This design comes from an exercise in tuning for small area, a short achievable clock period and few clock cycles per item on the open sky130 flow, not from production work. Only simulation tests tie the RTL to the original design; equivalence was not proved. Power and IR drop assume default switching activity.

## flow/design.v (module list and top-level ports; edited modules follow where they fit)
// module conv2d_stream: 1074 lines
module conv2d_stream #(
    parameter int DATA_W = 8,
    parameter int COEF_W = 8,
    parameter int IMG_W  = 8,
    parameter int IMG_H  = 8,
    parameter int ACC_W  = 20,
    parameter int SHIFT  = 4,
    parameter int OUT_W  = 16
) (
    input  logic              clk,
    input  logic              in_st,
    input  logic              coef_we,
    input  logic [3:0]        coef_addr,
    input  logic [COEF_W-1:0] coef_din,
    input  logic              pix_valid,
    output logic              pix_ready,
    input  logic [DATA_W-1:0] pix_din,
    output logic [OUT_W-1:0]  dout,
    output logic              out_st,
    input  logic              out_ready,
    output logic              frame_done
);
  // ...
==> flow/flow/run.sh <==
#!/bin/bash
# Standard ORFS layout, with one netlist step between synthesis and floorplan:
# flow/polfix.py re-chooses full-adder and AND/NAND polarities to drop inverters.
set -euo pipefail
R=orfs/results/${FLOW_PLATFORM:-sky130hd}/conv2d_stream/base
bash standard.sh synth > synth.log 2>&1
cp $R/1_2_yosys.v $R/1_2_yosys.orig.v
python3 flow/polfix.py $R/1_2_yosys.orig.v $R/1_2_yosys.pf.v > polfix.log 2>&1
cp $R/1_2_yosys.pf.v $R/1_2_yosys.v
touch $R/1_2_yosys.v
bash standard.sh finish > finish.log 2>&1
grep -c polinv_ $R/1_2_yosys.v >> polfix.log || true
==> flow/flow/polfix.py <==
#!/usr/bin/env python3
"""Re-choose the polarity of full adders and two-input AND/NAND gates in a mapped
sky130hd netlist so that fewer inverters are needed.

A full adder is self-dual: FA(~a, ~b, ~c) = (~sum, ~carry).  So any fa cell may be
fed complemented inputs if its consumers take its outputs complemented.  An and2
cell may become a nand2 (and back) the same way.  The netlist's inverters are taken
out, each signal is given the polarity that needs the fewest inverters, and one
inverter per signal is put back where a consumer still needs the other polarity.
Registers, ports and all other cells are left as they are.

usage: polfix.py IN.v OUT.v
"""
import re
import sys

INV_AREA = 3.7536
FLEX = {  # type -> (complement type, area)
    "sky130_fd_sc_hd__and2_1": ("sky130_fd_sc_hd__nand2_1", 6.256),
    "sky130_fd_sc_hd__and2_0": ("sky130_fd_sc_hd__nand2_1", 6.256),
    "sky130_fd_sc_hd__nand2_1": ("sky130_fd_sc_hd__and2_1", 3.7536),
}
FA_TYPES = {"sky130_fd_sc_hd__fa_1", "sky130_fd_sc_hd__fa_2", "sky130_fd_sc_hd__fa_4"}
INV_TYPES = {"sky130_fd_sc_hd__inv_1", "sky130_fd_sc_hd__inv_2", "sky130_fd_sc_hd__clkinv_1"}
OUT_PINS = {"X", "Y", "Q", "Q_N", "SUM", "COUT", "HI", "LO"}

src = open(sys.argv[1]).read()
mod_m = re.search(r"module\s+(\w+)\s*\((.*?)\);", src, re.S)
body_start = mod_m.end()
end_i = src.rindex("endmodule")

cell_re = re.compile(r"^\s*(sky130_fd_sc_hd__\w+)\s+(\S+)\s*\((.*?)\);", re.S | re.M)
pin_re = re.compile(r"\.(\w+)\(\s*(.*?)\s*\)\s*(?:,|$)", re.S)

cells = []
for m in cell_re.finditer(src, body_start, end_i):
    typ, name, body = m.group(1), m.group(2), m.group(3)
    pins = [(p, n.strip()) for p, n in pin_re.findall(body)]
    cells.append({"type": typ, "name": name, "pins": pins, "span": (m.start(), m.end())})

ports = set()
for m in re.finditer(r"^\s*(input|output|inout)\s+(?:wire\s+)?(\[[^\]]*\]\s*)?(\\\S+|\w+)", src[body_start:end_i], re.M):
    ports.add(m.group(3))


def port_of(net):
    b = net.split("[")[0].strip()
    return b in ports or net in ports


if re.search(r"^\s*assign\b", src[body_start:end_i], re.M):
    sys.exit("assign statements are not handled")

driver = {}
loads = {}
for ci, c in enumerate(cells):
    for p, n in c["pins"]:
        if p in OUT_PINS:
            driver[n] = (ci, p)
        else:
            loads.setdefault(n, []).append((ci, p))

# removable inverters: neither side touches a port
removable = set()
for ci, c in enumerate(cells):
    if c["type"] in INV_TYPES:
        d = dict(c["pins"])
        if not port_of(d["A"]) and not port_of(d["Y"]):
            removable.add(ci)


def root(n):
    p = 0
    seen = 0
    while n in driver and driver[n][0] in removable:
        ci = driver[n][0]
        n = dict(cells[ci]["pins"])["A"]
        p ^= 1
        seen += 1
        if seen > 1000:
            raise Exception("inverter loop")
    return n, p


# variables: fa cells and flexible gates; state 1 = output physically complemented
var = {}
for ci, c in enumerate(cells):
    if c["type"] in FA_TYPES or c["type"] in FLEX:
        var[ci] = 0

# consumers of each root: list of (cell index or None, pin, parity)
cons = {}
for ci, c in enumerate(cells):
    if ci in removable:
        continue
    for p, n in c["pins"]:
        if p in OUT_PINS:
            continue
        r, par = root(n)
        cons.setdefault(r, []).append((ci, p, par))
# output ports as consumers wanting the true value
for n in list(driver):
    if port_of(n):
        r, par = root(n)
        cons.setdefault(r, []).append((None, n, par))

roots = set(cons)
root_driver = {}
for r in roots:
    if r in driver:
        ci, p = driver[r]
        root_driver[r] = ci
# roots driven by a variable cell
roots_of_cell = {}
for r, ci in root_driver.items():
    if ci in var:
        roots_of_cell.setdefault(ci, []).append(r)
# roots consumed by each fa cell
fa_in_roots = {}
for r, lst in cons.items():
    for ci, p, par in lst:
        if ci is not None and ci in var and cells[ci]["type"] in FA_TYPES:
            fa_in_roots.setdefault(ci, set()).add(r)


def root_cost(r):
    ci = root_driver.get(r)
    d = var.get(ci, 0) if ci is not None else 0
    need = False
    for cj, p, par in cons[r]:
        want = par
        if cj is not None and cj in var and cells[cj]["type"] in FA_TYPES:
            want ^= var[cj]
        if want != d:
            need = True
            break
    cost = INV_AREA if need else 0.0
    if ci is not None and ci in var and cells[ci]["type"] in FLEX:
        typ = cells[ci]["type"]
        cost += FLEX[typ][1] if var[ci] == 0 else FLEX[FLEX[typ][0]][1]
    return cost


def touched(ci):
    s = set(roots_of_cell.get(ci, []))
    s |= fa_in_roots.get(ci, set())
    return s


def total():
    return sum(root_cost(r) for r in roots)


before = total()
import random
random.seed(1)
flex_in = {}  # fa cell -> flexible cells driving its input roots
for ci in var:
    if cells[ci]["type"] in FA_TYPES:
        fl = set()
        for r in fa_in_roots.get(ci, ()):
            d = root_driver.get(r)
            if d is not None and d in var and cells[d]["type"] in FLEX:
                fl.add(d)
        flex_in[ci] = fl


def move_cells(ci):
    return [ci] + sorted(flex_in.get(ci, ()))


def local_cost(cs):
    t = set()
    for c in cs:
        t |= touched(c)
    return t


varlist = list(var)
cur = before
T = 4.0
iters = 300000
for it in range(iters):
    T = 4.0 * (1 - it / iters) + 0.01
    ci = random.choice(varlist)
    cs = [ci]
    if ci in flex_in and random.random() < 0.7:
        cs = move_cells(ci)
    t = local_cost(cs)
    c0 = sum(root_cost(r) for r in t)
    for c in cs:
        var[c] ^= 1
    c1 = sum(root_cost(r) for r in t)
    dlt = c1 - c0
    if dlt <= 0 or random.random() < pow(2.718281828, -dlt / T):
        cur += dlt
    else:
        for c in cs:
            var[c] ^= 1
improved = True
passes = 0
while improved and passes < 50:
    improved = False
    passes += 1
    for ci in varlist:
        for cs in ([ci], move_cells(ci)):
            t = local_cost(cs)
            c0 = sum(root_cost(r) for r in t)
            for c in cs:
                var[c] ^= 1
            c1 = sum(root_cost(r) for r in t)
            if c1 < c0 - 1e-9:
                improved = True
            else:
                for c in cs:
                    var[c] ^= 1
after = total()
print(f"polfix: {len(removable)} inverters taken out; cost {before:.1f} -> {after:.1f} um2 "
      f"after {passes} passes; {sum(var.values())} cells flipped", file=sys.stderr)

# rewrite
new_inv = {}   # root -> inverter output net
new_cells_txt = []
k = 0


def pname(r):
    """Name of the net the driver of root r drives: renamed when it carries the complement."""
    ci = root_driver.get(r)
    d = var.get(ci, 0) if ci is not None else 0
    if not d:
        return r
    if r.startswith(chr(92)):
        return r + "_pn"
    return r + "_pn"


def phys(r, want):
    """Net carrying root r with polarity want (1 = complemented)."""
    global k
    ci = root_driver.get(r)
    d = var.get(ci, 0) if ci is not None else 0
    if want == d:
        return pname(r)
    if r not in new_inv:
        k += 1
        y = f"polinv_{k}_y"
        new_inv[r] = y
        new_cells_txt.append(f"  sky130_fd_sc_hd__inv_1 polinv_{k} (\n    .A({pname(r)}{' ' if r.startswith(chr(92)) else ''}),\n    .Y({y})\n  );\n")
    return new_inv[r]


repl = {}
renamed = set()
for ci, c in enumerate(cells):
    if ci in removable:
        repl[ci] = ""
        continue
    typ = c["type"]
    if ci in var and typ in FLEX and var[ci]:
        typ = FLEX[typ][0]
    pins = []
    for p, n in c["pins"]:
        if p in OUT_PINS:
            if typ != c["type"]:
                p = "Y" if typ.startswith("sky130_fd_sc_hd__nand") else "X"
            if n in roots and pname(n) != n:
                renamed.add(pname(n))
                n = pname(n)
            pins.append((p, n))
        else:
            r, par = root(n)
            want = par
            if ci in var and c["type"] in FA_TYPES:
                want ^= var[ci]
            pins.append((p, phys(r, want)))
    txt = f"  {typ} {c['name']} (\n" + ",\n".join(f"    .{p}({n}{' ' if n.startswith(chr(92)) else ''})" for p, n in pins) + "\n  );"
    repl[ci] = txt

# output ports driven through removed inverters are not possible (ports excluded), but a port
# net that is a root consumer with parity must still be satisfied
for r, lst in cons.items():
    for cj, n, par in lst:
        if cj is None:
            ci = root_driver.get(r)
            d = var.get(ci, 0) if ci is not None else 0
            if n != r or par != d:
                sys.exit(f"port net {n} would change polarity")

out = []
pos = 0
for ci, c in enumerate(cells):
    a, b = c["span"]
    out.append(src[pos:a])
    out.append(("\n" if repl[ci] else "") + repl[ci])
    pos = b
tail = src[pos:]
decl = "".join(f"  wire {y};\n" for y in new_inv.values())
decl += "".join(f"  wire {y}{' ' if y.startswith(chr(92)) else ''};\n" for y in sorted(renamed))
out.append("\n" + "".join(new_cells_txt))
res = "".join(out) + tail
# declare the new wires right after the module header
res = res[:body_start] + "\n" + decl + res[body_start:]
open(sys.argv[2], "w").write(res)
==> flow/standard.sh <==
#!/bin/bash
# synth_recipe.tcl (not shown) runs the flow's synth.tcl, then flattens the netlist and writes it again
# the make line also repeats each setting of config.mk as NAME=value (left out here)
make -C /OpenROAD-flow-scripts/flow DESIGN_CONFIG=/design/flow/config.mk WORK_HOME=/design/flow/orfs CLKGATE_MAP_FILE= SYNTH_SCRIPT=/design/flow/synth_recipe.tcl "${@:-finish}"
==> flow/config.mk <==
export PLATFORM = sky130hd
export DESIGN_NAME = conv2d_stream
export DESIGN_NICKNAME = conv2d_stream
export VERILOG_FILES = /design/flow/design.v
export SDC_FILE = /design/flow/constraint.sdc
export NUM_CORES = 4
export LEC_CHECK = 0
export CAP_MARGIN = 20
export CORE_MARGIN = 2
export CORE_UTILIZATION = 60
export CTS_CLUSTER_DIAMETER = 100
export CTS_CLUSTER_SIZE = 24
export PLACE_DENSITY = 0.7
export SETUP_SLACK_MARGIN = 3.8
export SLEW_MARGIN = 20
==> flow/constraint.sdc <==
create_clock -name core_clock -period 6.5 [get_ports {clk}]
set_input_delay 1.3000 -clock core_clock [delete_from_list [all_inputs] [get_ports {clk}]]
set_output_delay 1.3000 -clock core_clock [all_outputs]
set_load 0.01 [all_outputs]
==> results.py, run 1 <==
metrics = {
    "sta": {
        "hold_slack_ns": 0.334,
        "fmax_mhz": 376,
        "slew_violations": 0,
        "hold_viol_final": 0,
    },
    "global_routing": {
        "use_met1": 0.405,
        "met3_usage": 0.0426,
    },
    "power_and_ir_drop": {
        "ir_drop_mv": 0.225,
        "power_mw": 8.07,
    },
    "run": {
        "cap_violations": 0,
    },
    "final_layout": {
        "num-nonclk-inverters": 92,
        "nFlopsAndLatches": 600,
        "multi_input_area_share": 0.496,
        "layout_common_cells": "nand2_1 (624), fa_1 (542), dfxtp_1 (364)",
    },
    "detailed_routing": {
        "top_layer_used": "met4",
        "ant_nets": 0,
    },
    "synthesis": {
        "synth_area_mm2": 0.0317,
    },
    "status": {
        "status": "finished clean",
    },
    "setup_path": {
        "r2r_setup_slack_ns": 3.84,
        "start_kind": "flip-flop",
        "crit_top_cell": "fa_1",
        "path_depth": 4,
        "cpLargestDelayFamily": "adder cells",
    },
    "placed_design": {
        "gp_congestion": 0.989,
    },
    "floorplan": {
        "initial_core_util": 0.605,
        "dieArea_mm2": 0.0548,
    },
}
Testbench counts, summed over its fixed seeds: cycles 16,512, items 9,216.
==> run 2, diff against run 1 <==
--- a/flow/config.mk
+++ b/flow/config.mk
@@ -12,4 +12,5 @@
 export CTS_CLUSTER_SIZE = 24
 export PLACE_DENSITY = 0.7
-export SETUP_SLACK_MARGIN = 3.8
+export SETUP_SLACK_MARGIN = 4.0
 export SLEW_MARGIN = 20
+export TNS_END_PERCENT = 30
==> run 2 against run 1 <==
- still clean on timing, DRC and antenna
- sequential power is 0.9% lower
- setup slack improved by 0.080 ns
- combinational power increased by 9.8%
- maximum frequency up 3.1%
- area after synthesis stayed put
- final area rose by 2.2%
- die area stayed put
- clock skew is 0.00054 ns lower
- synthesized cell count did not move
- first-iteration DRC count shrank 7.5%
- critical path type unchanged
- critical endpoint is now r1_744
- largest cell class unchanged
==> results.py, run 2 <==
metrics = {
    "cts": {
        "clk_pin_slew_ns": 0.10,
        "cts_sinks": 600,
        "root_buffer": "clkbuf_16",
        "cts_tree": "built",
        "clk_path_buf_depth": 3,
        "numCtsBuffers": 29,
        "clk_latency_ns": 0.63,
        "cts-hold-fix-buffers": 0,
        "htree_levels": 1,
    },
    "sta": {
        "hold_viol_final": 0,
        "post-route-period-util": 0.397,
        "tightestPinTransition_ns": 1.06,
        "setup_viol": 0,
        "period_minus_slack_ns": 2.58,
        "rsz0062_at_grt": "yes",
        "fmax_mhz": 388,
        "finClkSkew_ns": 0.0212,
        "slew_violations": 0,
        "max_slew_margin": 0.287,
        "fin_tns_setup_ns": 0,
    },
    "detailed_routing": {
        "firstDrtPassIters": 6,
        "ant_nets": 0,
        "drtIter0Drc": 1629,
        "vias": 19300,
        "drc_errors": 0,
        "viasPerCell": 6.00,
        "wirelength_um": 81000,
        "wire_per_inst_um": 25.2,
    },
    "setup_path": {
        "start_kind": "flip-flop",
        "crit_top_cell": "fa_1",
        "r2r-end": "r1_744",
        "endpoint_kind": "flip-flop",
        "crit_arrival_ns": 3.09,
        "r2r_setup_slack_ns": 3.92,
        "reg2regPathDepth": 5,
        "cp_max_fo": 6,
        "crit_type": "reg -> reg",
        "path_cells": "buf_2 -> nand2_1 -> fa_1 -> fa_1 -> fa_1",
        "required_ns": 7.01,
        "r2r_start": "sr_q[129]",
        "critPathMaxStageDelay_ns": 0.57,
        "slowest_stage": "edfxtp_1",
    },
    "synthesis": {
        "syn_nets": 2988,
        "ys_warn_count": 1,
        "syn_area_per_cell_um2": 13.3,
        "syn_inst": 2387,
        "synth_area_mm2": 0.0317,
    },
    "final_layout": {
        "largest_reg_flops": 144,
        "layout_common_cells": "nand2_1 (624), fa_1 (538), dfxtp_1 (339)",
        "top_regs": "sr_q: 144 flops, coef_q: 72 flops, qd_q: 64 flops",
        "final_nets": 3112,
        "drive_above_1_share": 0.105,
        "area_growth_pct": 10.2,
        "top_register": "sr_q",
        "insertedDiodeCount": 0,
        "final_cell_area_mm2": 0.0350,
        "layout_commonest_cell": "nand2_1",
    },
    "floorplan": {
        "row_count": 84,
        "pin_count": 44,
        "die_w_um": 234,
        "initial_core_util": 0.605,
        "placeableCoreArea_mm2": 0.0524,
        "die_h_um": 234,
        "dieArea_mm2": 0.0548,
    },
    "run": {
        "cap_violations": 0,
    },
    "hold_path": {
        "holdCritPathClass": "reg -> reg",
        "min_from": "r2_1189",
        "whs_endpoint": "r3_1333",
        "min_path_cells": 0,
    },
    "placed_design": {
        "hpwlAfterDp_um": 60800,
        "post_dp_cell_area_mm2": 0.0329,
        "numPortBuffers": 43,
        "gp_congestion": 0.948,
    },
    "power_and_ir_drop": {
        "cellLeakagePower_nw": 10.5,
        "p_per_area_mw_per_mm2": 233,
        "ir_drop_mv": 0.199,
    },
    "global_routing": {
        "overflow": 0,
        "grt_pass1_vias": 21000,
        "grt_pass1_wl_um": 124000,
        "grt_usage": 0.308,
        "grt_max_degree": 122,
        "antenna_found_initial": 0,
    },
    "status": {
        "status": "finished clean",
    },
}
==> run 2: cell type report <==
cell class / count / area [µm²]
inverters: 92 / 353
clock buffers: 46 / 790
multi-input cells: 1632 / 17100
repair inverters: 1 / 5.00
clock inverters: 4 / 40.0
fillers: 3819 / 17500
flip-flops and latches: 600 / 14300
well taps: 688 / 861
repair buffers: 155 / 1510
==> run 2: metal layers <==
layer	up-vias	share of wire	GRT usage
li1	8071	-	-
met1	10100	0.38	0.404
met2	939	0.50	0.526
met3	221	0.079	0.0556
met4	0	0.039	0.101
met5	-	0	0
==> run 2: what timing repair did <==
item / in CTS / in global routing
gates resized for setup: 129 / 40
buffers inserted: 59 / 47
endpoints found under the hold margin: 0 / 0
pin swaps: 7 / 12
gates cloned: 1 / 1
endpoints found under the setup margin: 372 / 152
==> run 2: worst max-delay path: cells and delay by family, from the launching register on <==
family                     cells  cell delay, ns
and+or+nand+nor                1            0.09
adders and majority gates      3            1.53
buffers and inverters          1            0.26
DFF                            1            0.57
==> run 2: power by group <==
| group | internal, mW | total, mW | switching [mW] | leakage, nW |
|---|---|---|---|---|
| clock network | 0.849 | 2.06 | 1.21 | 0.398 |
| logic | 0.722 | 1.68 | 0.956 | 4.91 |
| registers | 4.23 | 4.40 | 0.170 | 5.23 |
==> run 2: how the worst max path moves through the flow <==
| stage | from | to | slack, ns | cells after the start |
|---|---|---|---|---|
| 6_report | sr_q[129] | r1_744 | 3.92 | 5 |
| 3_5_place_dp | out_ready | qn_q[2] | 2.70 | 12 |
| 4_1_cts | sr_q[73] | r1_778 | 3.85 | 4 |
| 2_1_floorplan | pix_valid | row_q[0] | 2.46 | 5 |
| 5_1_grt | sr_q[78] | r1_778 | 3.91 | 4 |
| 3_3_place_gp | out_ready | qn_q[2] | 2.71 | 12 |
==> run 2: metrics by stage <==
| step | setup WS (ns) | utilization | hold slack [ns] | total power, mW | cells |
|---|---|---|---|---|---|
| finish | 3.92 | 0.667 | 0.334 | 8.14 | 3218 |
| global route | 3.91 | 0.667 | 0.340 | 8.59 | 3218 |
| CTS | 3.85 | 0.656 | 0.335 | 8.13 | 3170 |
| detailed placement | 2.70 | 0.627 | 0.312 | 6.04 | 3060 |
| global placement | 2.71 | 0.627 | 0.312 | 5.96 | 3060 |
| floorplan | 2.46 | - | 0.310 | 5.53 | 2387 |
==> run 3, diff against run 2 <==
--- a/flow/config.mk
+++ b/flow/config.mk
@@ -11,6 +11,6 @@
 export CTS_CLUSTER_DIAMETER = 100
 export CTS_CLUSTER_SIZE = 24
+export GPL_ROUTABILITY_DRIVEN = 0
 export PLACE_DENSITY = 0.7
 export SETUP_SLACK_MARGIN = 4.0
 export SLEW_MARGIN = 20
-export TNS_END_PERCENT = 30
==> run 3 against run 2 <==
- still clean
- sequential cell count unchanged
- clock skew rose by 0.0047 ns
- total power increased by 1.2%
- register-to-register slack gained 0.07 ns
- via count grew 2.1%
- final area is 0.55% higher
- cell count grew 0.59%
- critical path type unchanged
- highest routed layer is now met5
==> results.py, run 3 <==
metrics = {
    "placed_design": {
        "post_dp_cell_area_mm2": 0.0329,
        "hpwlAfterDp_um": 59100,
        "numPortBuffers": 43,
    },
    "final_layout": {
        "final_cell_area_mm2": 0.0352,
        "final_util": 0.671,
        "layout_common_cells": "nand2_1 (624), fa_1 (533), dfxtp_1 (312)",
        "top_regs": "sr_q: 144 flops, coef_q: 72 flops, qd_q: 64 flops",
        "layout_commonest_cell": "nand2_1",
        "final_nets": 3129,
        "top_register": "sr_q",
        "area_growth_pct": 10.8,
        "largest_reg_flops": 144,
        "drive_above_1_share": 0.125,
        "insertedDiodeCount": 0,
    },
    "cts": {
        "cts_tree": "built",
        "clk_latency_ns": 0.63,
        "numCtsBuffers": 29,
        "root_buffer": "clkbuf_16",
        "clk_path_buf_depth": 3,
        "cts_sinks": 600,
        "clk_pin_slew_ns": 0.09,
        "htree_levels": 1,
        "cts-hold-fix-buffers": 0,
    },
    "hold_path": {
        "whs_endpoint": "r3_1333",
        "holdCritPathClass": "reg -> reg",
        "min_from": "r2_1189",
        "min_path_cells": 0,
    },
    "detailed_routing": {
        "wl_met3_um": 7030,
        "ant_nets": 0,
        "viasPerCell": 6.09,
        "wl_met2_um": 38400,
        "drtIter0Drc": 1803,
        "vias": 19700,
        "firstDrtPassIters": 6,
        "wl_met1_um": 29700,
        "wirelength_um": 79200,
        "top_layer_used": "met5",
        "wire_per_inst_um": 24.5,
        "drc_errors": 0,
    },
    "floorplan": {
        "die_h_um": 234,
        "initial_core_util": 0.605,
        "pin_count": 44,
        "dieArea_mm2": 0.0548,
        "die_w_um": 234,
        "row_count": 84,
        "placeableCoreArea_mm2": 0.0524,
    },
    "sta": {
        "max_slew_margin": 0.245,
        "tightestPinTransition_ns": 1.13,
        "hold_slack_ns": 0.334,
        "post-route-period-util": 0.386,
        "fmax_mhz": 399,
        "hold_viol_final": 0,
        "slew_violations": 0,
        "rsz0062_at_grt": "yes",
        "period_minus_slack_ns": 2.51,
        "finClkSkew_ns": 0.0259,
        "setup_viol": 0,
        "fin_tns_setup_ns": 0,
    },
    "setup_path": {
        "reg2regPathDepth": 4,
        "r2r_start": "r1_739",
        "start_kind": "flip-flop",
        "required_ns": 7.01,
        "crit_type": "reg -> reg",
        "r2r-end": "r2_1200",
        "cp_max_fo": 1,
        "r2r_setup_slack_ns": 3.99,
        "crit_arrival_ns": 3.02,
        "endpoint_kind": "flip-flop",
    },
    "synthesis": {
        "syn_nets": 2988,
        "synth_area_mm2": 0.0317,
        "syn_inst": 2387,
        "ys_warn_count": 1,
        "syn_area_per_cell_um2": 13.3,
    },
    "power_and_ir_drop": {
        "cellLeakagePower_nw": 10.6,
        "ir_drop_mv": 0.207,
        "power_mw": 8.24,
        "p_per_area_mw_per_mm2": 234,
    },
    "global_routing": {
        "overflow": 0,
        "grt_max_degree": 151,
        "grt_usage": 0.302,
        "antenna_found_initial": 3,
        "grt_pass1_wl_um": 123000,
        "grt_pass1_vias": 21200,
    },
    "run": {
        "cap_violations": 0,
    },
    "status": {
        "status": "finished clean",
    },
}
==> run 3: per-stage QoR <==
step	cells	setup WS [ns]
2_1_floorplan	2387	2.46
3_3_place_gp	3059	2.51
3_5_place_dp	3059	2.48
4_1_cts	3199	3.91
5_1_grt	3237	3.87
6_report	3237	3.99
==> run 3: power by group <==
group / switching (mW) / internal (mW)
Sequential: 0.158 / 4.23
Combinational: 0.995 / 0.748
Clock: 1.20 / 0.904
Total: 2.35 / 5.88
==> run 3: how the worst max path moves through the flow <==
stage	startpoint	end	slack (ns)	cells past startpoint
2_1_floorplan	pix_valid	row_q[0]	2.46	5
3_3_place_gp	out_ready	qn_q[2]	2.51	11
3_5_place_dp	out_ready	qn_q[2]	2.48	11
4_1_cts	out_ready	qn_q[2]	3.91	11
5_1_grt	v_q[2]	qn_q[2]	3.87	10
6_report	r1_739	r2_1200	3.99	4
==> run 3: metal layers <==
| layer | global-route usage | up-vias |
|---|---|---|
| li1 | - | 8104 |
| met1 | 0.390 | 10200 |
| met2 | 0.502 | 1113 |
| met3 | 0.0601 | 306 |
| met4 | 0.126 | 4 |
| met5 | 0 | - |
==> run 3: cell type report <==
type	instances	area, µm²
fillers	3658	17300
inverters	92	353
clock inverters	3	26.3
flip-flops and latches	600	14400
well taps	688	861
clock buffers	49	852
multi-input cells	1632	17100
repair buffers	173	1600
==> run 3: critical path, stage by stage (launching register included) <==
cell     delay (ns)
dfxtp_1        0.34
fa_1           0.58
fa_2           0.49
fa_1           0.56
fa_1           0.42
==> run 3: repair_timing <==
action / 4_1_cts / 5_1_grt
pin swaps: 7 / 15
endpoints found under the setup margin: 234 / 114
gates resized for setup: 130 / 60
setup buffers: 88 / 38
==> run 4, diff against run 3 <==
--- a/flow/config.mk
+++ b/flow/config.mk
@@ -11,5 +11,4 @@
 export CTS_CLUSTER_DIAMETER = 100
 export CTS_CLUSTER_SIZE = 24
-export GPL_ROUTABILITY_DRIVEN = 0
 export PLACE_DENSITY = 0.7
 export SETUP_SLACK_MARGIN = 4.0
==> run 4 against run 3 <==
- sequential power hardly changed
- routed wire length is 2.8% higher
- utilization is 0.18 points higher
- highest routed layer is now met4
- total power is 0.19% lower
- maximum frequency is 0.13% higher
- sequential share of layout area is 0.094 points lower
- combinational power hardly changed
- register-to-register slack hardly changed
==> results.py, run 4 <==
metrics = {
    "detailed_routing": {
        "drtIter0Drc": 1729,
        "wirelength_um": 81400,
        "drc_errors": 0,
        "wire_per_inst_um": 25.2,
        "ant_nets": 0,
        "vias": 19300,
        "firstDrtPassIters": 5,
        "viasPerCell": 5.96,
    },
    "setup_path": {
        "crit_arrival_ns": 3.03,
        "slowest_stage": "fa_1",
        "cp_max_fo": 1,
        "crit_top_cell": "fa_1",
        "crit_type": "reg -> reg",
        "reg2regPathDepth": 4,
        "start_kind": "flip-flop",
        "endpoint_kind": "flip-flop",
        "r2r_start": "r1_733",
        "r2r-end": "r2_1200",
        "path_cells": "fa_1 -> fa_1 -> fa_1 -> fa_1",
        "r2r_setup_slack_ns": 4.00,
        "required_ns": 7.02,
        "critPathMaxStageDelay_ns": 0.56,
    },
    "floorplan": {
        "pin_count": 44,
        "die_w_um": 234,
        "dieArea_mm2": 0.0548,
        "row_count": 84,
        "placeableCoreArea_mm2": 0.0524,
        "initial_core_util": 0.605,
        "die_h_um": 234,
    },
    "global_routing": {
        "grt_max_degree": 151,
        "use_met1": 0.403,
        "grt_pass1_vias": 21100,
        "overflow": 0,
        "antenna_found_initial": 0,
        "grt_pass1_wl_um": 124000,
        "grt-busiest-layer": "met2",
        "met2_usage": 0.533,
        "met3_usage": 0.0503,
        "grt_usage": 0.309,
    },
    "sta": {
        "finClkSkew_ns": 0.0444,
        "rsz0062_at_grt": "yes",
        "hold_slack_ns": 0.332,
        "post-route-period-util": 0.385,
        "period_minus_slack_ns": 2.50,
        "max_slew_margin": 0.253,
        "setup_viol": 0,
        "hold_viol_final": 0,
        "slew_violations": 0,
        "tightestPinTransition_ns": 1.12,
        "fin_ws_ns": 4.00,
        "fmax_mhz": 399,
        "fin_tns_setup_ns": 0,
    },
    "placed_design": {
        "pre_cts_ws_ns": 2.46,
        "gp_congestion": 0.922,
        "numPortBuffers": 43,
        "hpwlAfterDp_um": 61300,
        "post_dp_cell_area_mm2": 0.0329,
    },
    "synthesis": {
        "synth_area_mm2": 0.0317,
        "syn_area_per_cell_um2": 13.3,
        "ys_warn_count": 1,
        "syn_nets": 2988,
        "syn_inst": 2387,
    },
    "cts": {
        "cts-hold-fix-buffers": 0,
        "clk_pin_slew_ns": 0.10,
        "root_buffer": "clkbuf_16",
        "cts_tree": "built",
        "numCtsBuffers": 29,
        "clk_path_buf_depth": 3,
        "clk_latency_ns": 0.64,
        "htree_levels": 1,
        "cts_sinks": 600,
    },
    "power_and_ir_drop": {
        "seqPwrFrac": 0.535,
        "power.internal_mw": 5.86,
        "switching_share": 0.288,
        "share_comb_of_total_power": 0.212,
        "p_sw_mw": 2.36,
        "p_per_area_mw_per_mm2": 233,
        "cellLeakagePower_nw": 10.6,
        "clkPwrFrac": 0.253,
        "ir_drop_mv": 0.237,
    },
    "final_layout": {
        "layout_commonest_cell": "nand2_1",
        "largest_reg_flops": 144,
        "nFillCells": 3736,
        "final_cell_area_mm2": 0.0353,
        "layout_common_cells": "nand2_1 (623), fa_1 (523), dfxtp_1 (309)",
        "seqCellArea_mm2": 0.0144,
        "area_growth_pct": 11.1,
        "final_util": 0.672,
        "drive_above_1_share": 0.130,
        "top_register": "sr_q",
        "top_regs": "sr_q: 144 flops, coef_q: 72 flops, qd_q: 64 flops",
        "multiInputGateArea_mm2": 0.0172,
        "insertedDiodeCount": 0,
        "final_nets": 3126,
    },
    "run": {
        "cap_violations": 0,
    },
    "hold_path": {
        "min_from": "r1_859",
        "holdCritPathClass": "reg -> reg",
        "min_path_cells": 0,
        "whs_endpoint": "r2_1246",
    },
    "status": {
        "status": "finished clean",
    },
}
run 4: power by group through the flow:
stage	sequential [mW]	combinational [mW]	clock, mW
after CTS	4.41	1.68	2.13
final	4.40	1.75	2.08
after global placement	4.54	1.45	0
after global routing	4.43	1.98	2.25
after detailed placement	4.55	1.52	0
after floorplan	4.44	1.09	0
run 4: worst max-delay path by stage:
stage,from,endpoint,slack [ns],depth (start not counted)
after floorplan,pix_valid,row_q[0],2.46,5
final,r1_733,r2_1200,4.00,4
after detailed placement,out_ready,qn_q[2],2.46,11
after CTS,out_ready,qn_q[2],3.92,11
after global routing,r1_743,r2_1200,3.94,4
after global placement,out_ready,qn_q[2],2.52,11
run 4: repair_timing:
| item | in CTS | in global routing |
|---|---|---|
| setup buffers | 81 | 41 |
| resized for setup | 135 | 77 |
| setup endpoints to repair | 251 | 106 |
| pin swaps | 9 | 25 |
run 4: final cells by class:
| class | count | area share |
|---|---|---|
| Clock buffer | 48 | 0.0232 |
| Inverter | 92 | 0.0100 |
| Sequential cell | 600 | 0.408 |
| Clock inverter | 4 | 0.000887 |
| Tap cell | 688 | 0.0244 |
| Multi-Input combinational cell | 1632 | 0.487 |
| Timing Repair Buffer | 170 | 0.0467 |
run 4: layer usage:
metal  vias up  routed length, µm
li1       8090                  -
met1     10100              31400
met2       898              40700
met3       222               6060
met4         0               3200
met5         -                  0
run 4: critical path: cells and delay by family, from the launching register on:
family     cells  cell delay (ns)
fa+ha+maj      4             2.04
flops          1             0.35
run 4: metrics by stage:
stage | power [mW] | cells
finish | 8.22 | 3234
global placement | 5.99 | 3060
global route | 8.65 | 3234
CTS | 8.22 | 3193
detailed placement | 6.07 | 3060
floorplan | 5.53 | 2387
==> run 5, diff against run 4 <==
--- a/flow/config.mk
+++ b/flow/config.mk
@@ -12,4 +12,4 @@
 export CTS_CLUSTER_SIZE = 24
 export PLACE_DENSITY = 0.7
-export SETUP_SLACK_MARGIN = 4.0
+export SETUP_SLACK_MARGIN = 4.1
 export SLEW_MARGIN = 20
==> run 5 against run 4 <==
- largest cell class unchanged
- cell count up 0.96%
- worst hold slack about the same
- area after synthesis unchanged
- critical path depth up 7
- utilization up 1.5 points
- still clean on timing, DRC and antenna
- largest power group unchanged
- non-clock buffer count up 31
- routed wire length up 1.7%
- highest routed layer unchanged
==> results.py, run 5 <==
metrics = {
    "final_layout": {
        "insertedDiodeCount": 0,
        "final_nets": 3157,
        "top_regs": "sr_q: 144 flops, coef_q: 72 flops, qd_q: 64 flops",
        "top_register": "sr_q",
        "final_util": 0.687,
        "drive_above_1_share": 0.191,
        "layout_common_cells": "nand2_1 (613), fa_1 (466), dfxtp_1 (268)",
        "largest_reg_flops": 144,
        "area_growth_pct": 13.6,
        "layout_commonest_cell": "nand2_1",
    },
    "detailed_routing": {
        "wire_per_inst_um": 25.4,
        "drc_errors": 0,
        "wirelength_um": 82800,
        "viasPerCell": 5.99,
        "ant_nets": 0,
        "firstDrtPassIters": 8,
        "drtIter0Drc": 1603,
        "vias": 19500,
    },
    "global_routing": {
        "met3_usage": 0.0482,
        "grt_pass1_vias": 21300,
        "grt_max_degree": 151,
        "grt_pass1_wl_um": 126000,
        "antenna_found_initial": 0,
        "grt-busiest-layer": "met2",
        "grt_usage": 0.314,
        "use_met1": 0.410,
        "overflow": 0,
        "met2_usage": 0.539,
    },
    "sta": {
        "fmax_mhz": 397,
        "fin_ws_ns": 3.98,
        "hold_slack_ns": 0.333,
        "slew_violations": 0,
        "fin_tns_setup_ns": 0,
        "rsz0062_at_grt": "yes",
        "post-route-period-util": 0.388,
        "setup_viol": 0,
        "period_minus_slack_ns": 2.52,
        "max_slew_margin": 0.234,
        "finClkSkew_ns": 0.0409,
        "hold_viol_final": 0,
        "tightestPinTransition_ns": 1.14,
    },
    "power_and_ir_drop": {
        "share_comb_of_total_power": 0.226,
        "seqPwrFrac": 0.525,
        "switching_share": 0.289,
        "power.internal_mw": 5.94,
        "cellLeakagePower_nw": 10.9,
        "p_per_area_mw_per_mm2": 232,
        "clkPwrFrac": 0.249,
        "ir_drop_mv": 0.233,
        "p_sw_mw": 2.41,
    },
    "placed_design": {
        "hpwlAfterDp_um": 61300,
        "numPortBuffers": 43,
        "gp_congestion": 0.922,
        "pre_cts_ws_ns": 2.46,
    },
    "cts": {
        "clk_pin_slew_ns": 0.10,
        "clk_latency_ns": 0.64,
        "root_buffer": "clkbuf_16",
        "numCtsBuffers": 29,
        "cts_tree": "built",
        "htree_levels": 1,
        "cts_sinks": 600,
        "clk_path_buf_depth": 3,
    },
    "setup_path": {
        "endpoint_kind": "flip-flop",
        "slowest_stage": "fa_2",
        "path_cells": "clkdlybuf4s15_2 -> nor2b_4 -> a21oi_4 -> ha_4 -> inv_1 -> ha_2 -> inv_1 -> fa_2 -> xor2_2 -> xnor2_1 -> nor2_1",
        "crit_type": "in -> reg",
        "required_ns": 7.03,
        "start_kind": "input port",
        "crit_top_cell": "inv_1",
        "crit_arrival_ns": 3.05,
        "critPathMaxStageDelay_ns": 0.38,
        "cp_max_fo": 4,
    },
    "floorplan": {
        "die_w_um": 234,
        "initial_core_util": 0.605,
        "placeableCoreArea_mm2": 0.0524,
        "pin_count": 44,
        "row_count": 84,
        "dieArea_mm2": 0.0548,
        "die_h_um": 234,
    },
    "run": {
        "cap_violations": 0,
    },
    "hold_path": {
        "holdCritPathClass": "reg -> reg",
    },
    "status": {
        "status": "finished clean",
    },
    "synthesis": {
        "ys_warn_count": 1,
        "syn_nets": 2988,
        "syn_area_per_cell_um2": 13.3,
        "syn_inst": 2387,
        "synth_area_mm2": 0.0317,
    },
}
## run 5: cell types whose count changed in the layout (fill, tap and decap cells not counted), moves of 6 or more
| cell | previous run | this run |
|---|---|---|
| fa_1 | 523 | 466 |
| dfxtp_2 | 59 | 80 |
| buf_4 | 97 | 107 |
| dfxtp_4 | 4 | 24 |
| nand2_1 | 623 | 613 |
| ha_1 | 26 | 19 |
| inv_2 | 0 | 6 |
| fa_2 | 20 | 77 |
| dfxtp_1 | 309 | 268 |
| nand2_2 | 1 | 7 |
| buf_6 | 1 | 19 |
| inv_1 | 90 | 84 |
## run 5: power by group through the flow
stage	clock network (mW)	registers [mW]	logic, mW
finish	2.08	4.38	1.89
global route	2.25	4.41	2.13
CTS	2.13	4.38	1.77
detailed placement	0	4.55	1.52
global placement	0	4.54	1.45
floorplan	0	4.44	1.09
## run 5: path summary, 6_finish.rpt
| path | start | to | slack (ns) | cells past startpoint |
|---|---|---|---|---|
| setup / recovery | out_ready | qn_q[2] | 3.98 | 11 |
| hold / removal | r1_859 | r2_1246 | 0.33 | 0 |
| setup reg to reg | r1_742 | r2_1200 | 4.00 | 4 |
| hold reg to reg | r1_859 | r2_1246 | 0.33 | 0 |
## run 5: area by class of cell
| class | instances | area (µm²) |
|---|---|---|
| sequential | 600 | 14500 |
| inverter | 92 | 353 |
| tap | 688 | 861 |
| multi-input combinational | 1632 | 17500 |
| fill | 3621 | 16400 |
| timing repair buffer | 201 | 2040 |
| clock buffer | 48 | 818 |
| clock inverter | 4 | 31.3 |
## run 5: worst max-delay path: cells and delay by family
family | cells | cell delay, ns
adders and majority gates | 3 | 0.76
buffers and inverters | 3 | 0.36
xor gates and xnor gates | 2 | 0.36
AOI/OAI and AO/OA | 1 | 0.15
and+or+nand+nor | 2 | 0.12
## run 5: timing repair
item / 4_1_cts / 5_1_grt
gates resized for setup: 243 / 147
endpoints found under the setup margin: 389 / 144
pin swaps: 54 / 117
buffers inserted: 130 / 22
hold buffers: 0 / 0
hold endpoints to repair: 0 / 0
gates cloned: 0 / 1
## run 5: per-stage QoR
step | total power [mW] | cell area, µm² | instances
final | 8.36 | 36100 | 3265
after global routing | 8.80 | 36100 | 3265
after CTS | 8.28 | 35400 | 3242
after detailed placement | 6.07 | 32900 | 3060
after global placement | 5.99 | 32900 | 3060
after floorplan | 5.53 | 31800 | 2387
## run 5: layer usage
layer / vias up / wire length, µm / share of wire
li1: 8165 / - / -
met1: 10200 / 31800 / 0.38
met2: 905 / 41400 / 0.50
met3: 239 / 6170 / 0.075
met4: 0 / 3370 / 0.041
met5: - / 0 / 0
==> run 6, diff against run 5 <==
--- a/flow/config.mk
+++ b/flow/config.mk
@@ -9,7 +9,7 @@
 export CORE_MARGIN = 2
 export CORE_UTILIZATION = 60
-export CTS_CLUSTER_DIAMETER = 100
-export CTS_CLUSTER_SIZE = 24
+export CTS_CLUSTER_DIAMETER = 110
+export CTS_CLUSTER_SIZE = 26
 export PLACE_DENSITY = 0.7
-export SETUP_SLACK_MARGIN = 4.1
+export SETUP_SLACK_MARGIN = 4.0
 export SLEW_MARGIN = 20
==> run 6 against run 5 <==
- routed wire length decreased by 1.2%
- area after synthesis unchanged
- still clean
- cell count decreased by 0.77%
- combinational power down 7%
- critical path depth fell by 3
- sequential share of layout area grew 0.63 points
- die area stayed put
- maximum frequency grew 0.46%
==> results.py, run 6 <==
metrics = {
    "sta": {
        "slew_violations": 0,
        "rsz0062_at_grt": "yes",
        "post-route-period-util": 0.386,
        "setup_viol": 0,
        "tightestPinTransition_ns": 1.11,
        "period_minus_slack_ns": 2.51,
        "fin_tns_setup_ns": 0,
        "hold_viol_final": 0,
        "max_slew_margin": 0.258,
        "hold_slack_ns": 0.334,
        "fin_ws_ns": 3.99,
        "finClkSkew_ns": 0.0492,
        "fmax_mhz": 398,
    },
    "setup_path": {
        "reg2regPathDepth": 8,
        "r2r_setup_slack_ns": 3.99,
        "slowest_stage": "a311oi_1",
        "cp_max_fo": 5,
        "r2r_start": "r3_1334",
        "critPathMaxStageDelay_ns": 0.48,
        "crit_arrival_ns": 2.85,
        "endpoint_kind": "flip-flop",
        "path_cells": "inv_1 -> ha_1 -> nor4b_4 -> o211ai_1 -> buf_4 -> a311oi_1 -> o21a_1 -> o32ai_1",
        "required_ns": 6.84,
        "start_kind": "flip-flop",
        "crit_type": "reg -> reg",
        "r2r-end": "qd_q[61]",
    },
    "detailed_routing": {
        "ant_nets": 0,
        "vias": 19400,
        "drc_errors": 0,
        "viasPerCell": 5.99,
        "drtIter0Drc": 1645,
        "firstDrtPassIters": 6,
        "wirelength_um": 81900,
        "wire_per_inst_um": 25.3,
    },
    "final_layout": {
        "top_regs": "sr_q: 144 flops, coef_q: 72 flops, qd_q: 64 flops",
        "final_nets": 3133,
        "largest_reg_flops": 144,
        "insertedDiodeCount": 0,
        "drive_above_1_share": 0.131,
        "layout_commonest_cell": "nand2_1",
        "top_register": "sr_q",
        "area_growth_pct": 11.1,
        "layout_common_cells": "nand2_1 (624), fa_1 (521), dfxtp_1 (308)",
    },
    "floorplan": {
        "pin_count": 44,
        "die_h_um": 234,
        "die_w_um": 234,
        "dieArea_mm2": 0.0548,
        "initial_core_util": 0.605,
        "row_count": 84,
        "placeableCoreArea_mm2": 0.0524,
    },
    "cts": {
        "clk_path_buf_depth": 3,
        "root_buffer": "clkbuf_16",
        "cts_tree": "built",
        "numCtsBuffers": 27,
        "clk_pin_slew_ns": 0.10,
        "clk_latency_ns": 0.65,
        "cts_sinks": 600,
        "htree_levels": 1,
    },
    "global_routing": {
        "overflow": 0,
        "grt_pass1_vias": 20900,
        "grt_pass1_wl_um": 124000,
        "grt_max_degree": 151,
        "grt_usage": 0.310,
        "antenna_found_initial": 0,
    },
    "synthesis": {
        "syn_area_per_cell_um2": 13.3,
        "synth_area_mm2": 0.0317,
        "syn_inst": 2387,
        "syn_nets": 2988,
        "ys_warn_count": 1,
    },
    "run": {
        "cap_violations": 0,
    },
    "hold_path": {
        "holdCritPathClass": "reg -> reg",
        "whs_endpoint": "r3_1332",
        "min_path_cells": 0,
        "min_from": "r2_1188",
    },
    "placed_design": {
        "numPortBuffers": 43,
        "hpwlAfterDp_um": 61300,
        "gp_congestion": 0.922,
        "pre_cts_ws_ns": 2.46,
    },
    "power_and_ir_drop": {
        "ir_drop_mv": 0.207,
        "cellLeakagePower_nw": 10.7,
        "p_per_area_mw_per_mm2": 232,
    },
    "status": {
        "status": "finished clean",
    },
}
## run 6: per-stage QoR
stage           util  area (µm²)  power, mW  instances
2_1_floorplan      -       31800       5.53       2387
3_5_place_dp   0.627       32900       6.07       3060
6_report       0.672       35300       8.18       3240
5_1_grt        0.672       35300       8.59       3240
3_3_place_gp   0.627       32900       5.99       3060
4_1_cts        0.661       34700       8.16       3193
## run 6: routing by layer
metal | vias to the layer above | routed length (µm) | global-route usage
met5 | - | 0 | 0
met4 | 0 | 3390 | 0.108
met3 | 224 | 6050 | 0.0474
met2 | 896 | 40900 | 0.534
met1 | 10200 | 31500 | 0.405
li1 | 8103 | - | -
## run 6: area by class of cell
cell class | count | area, µm²
fillers | 3733 | 17200
multi-input cells | 1632 | 17100
flip-flops and latches | 600 | 14400
repair buffers | 179 | 1720
well taps | 688 | 861
clock buffers | 47 | 751
inverters | 92 | 353
clock inverters | 2 | 50.0
## run 6: power breakdown
group,internal (mW),total [mW],switching [mW]
Sequential,4.23,4.40,0.168
Clock,0.809,2.03,1.22
Combinational,0.756,1.76,1.00
## run 6: worst max-delay path: cells and delay by family, from the launching register on
family                     cells  cell delay (ns)
AOI/OAI and AO/OA              4             1.07
DFF                            1             0.32
and+or+nand+nor                1             0.32
adders and majority gates      1             0.27
buffers and inverters          2             0.23
## run 6: repair_timing
action	in CTS	in global routing
hold buffers	0	0
gates resized for setup	140	68
setup buffers	84	47
endpoints found under the setup margin	254	109
pin swaps	8	26
## run 6: worst max path at each step
stage	from	end	slack [ns]	cells after the start
3_5_place_dp	out_ready	qn_q[2]	2.46	11
3_3_place_gp	out_ready	qn_q[2]	2.52	11
5_1_grt	r3_1334	qd_q[61]	3.87	8
6_report	r3_1334	qd_q[61]	3.99	8
2_1_floorplan	pix_valid	row_q[0]	2.46	5
4_1_cts	out_ready	qn_q[2]	3.93	11

separate check: timing with driven ports:
Ports are ideal in the flow. The routed layouts listed here were re-timed in OpenROAD. Step 1 (the two cells are an assumption about what drives the block):
set clk [get_ports {clk}]
set_driving_cell -lib_cell sky130_fd_sc_hd__clkbuf_16 $clk
set_driving_cell -lib_cell sky130_fd_sc_hd__buf_2 [delete_from_list [all_inputs] $clk]
Step 2 adds t to the input delays and takes it off the output delays; t is the mean of the earliest and latest rising clock arrival at the registers after step 1. Input paths then give back, and output paths get back, about the clock's delay inside the block. a / b / c = ideal ports / drivers / drivers and shift; a / b = the first two.
run | t (ns) | slack for setup (ns) | hold slack, ns
run 1 | 0.679 | 3.841 / 3.812 / 3.336 | 0.334 / 0.334 / 0.334
run 2 | 0.681 | 3.921 / 3.921 / 3.441 | 0.334 / 0.334 / 0.334
run 3 | 0.682 | 3.993 / 3.959 / 3.393 | 0.334 / 0.334 / 0.334
run 4 | 0.678 | 3.996 / 3.953 / 3.404 | 0.332 / 0.332 / 0.332
run 5 | 0.677 | 3.978 / 3.955 / 3.333 | 0.333 / 0.333 / 0.333
run 6 | 0.684 | 3.990 / 3.947 / 3.403 | 0.334 / 0.334 / 0.334
After both steps every run listed still meets setup and hold. The setup slack of run 5, which loses most, moves by -0.023 ns with the drivers and by -0.645 ns with both steps.
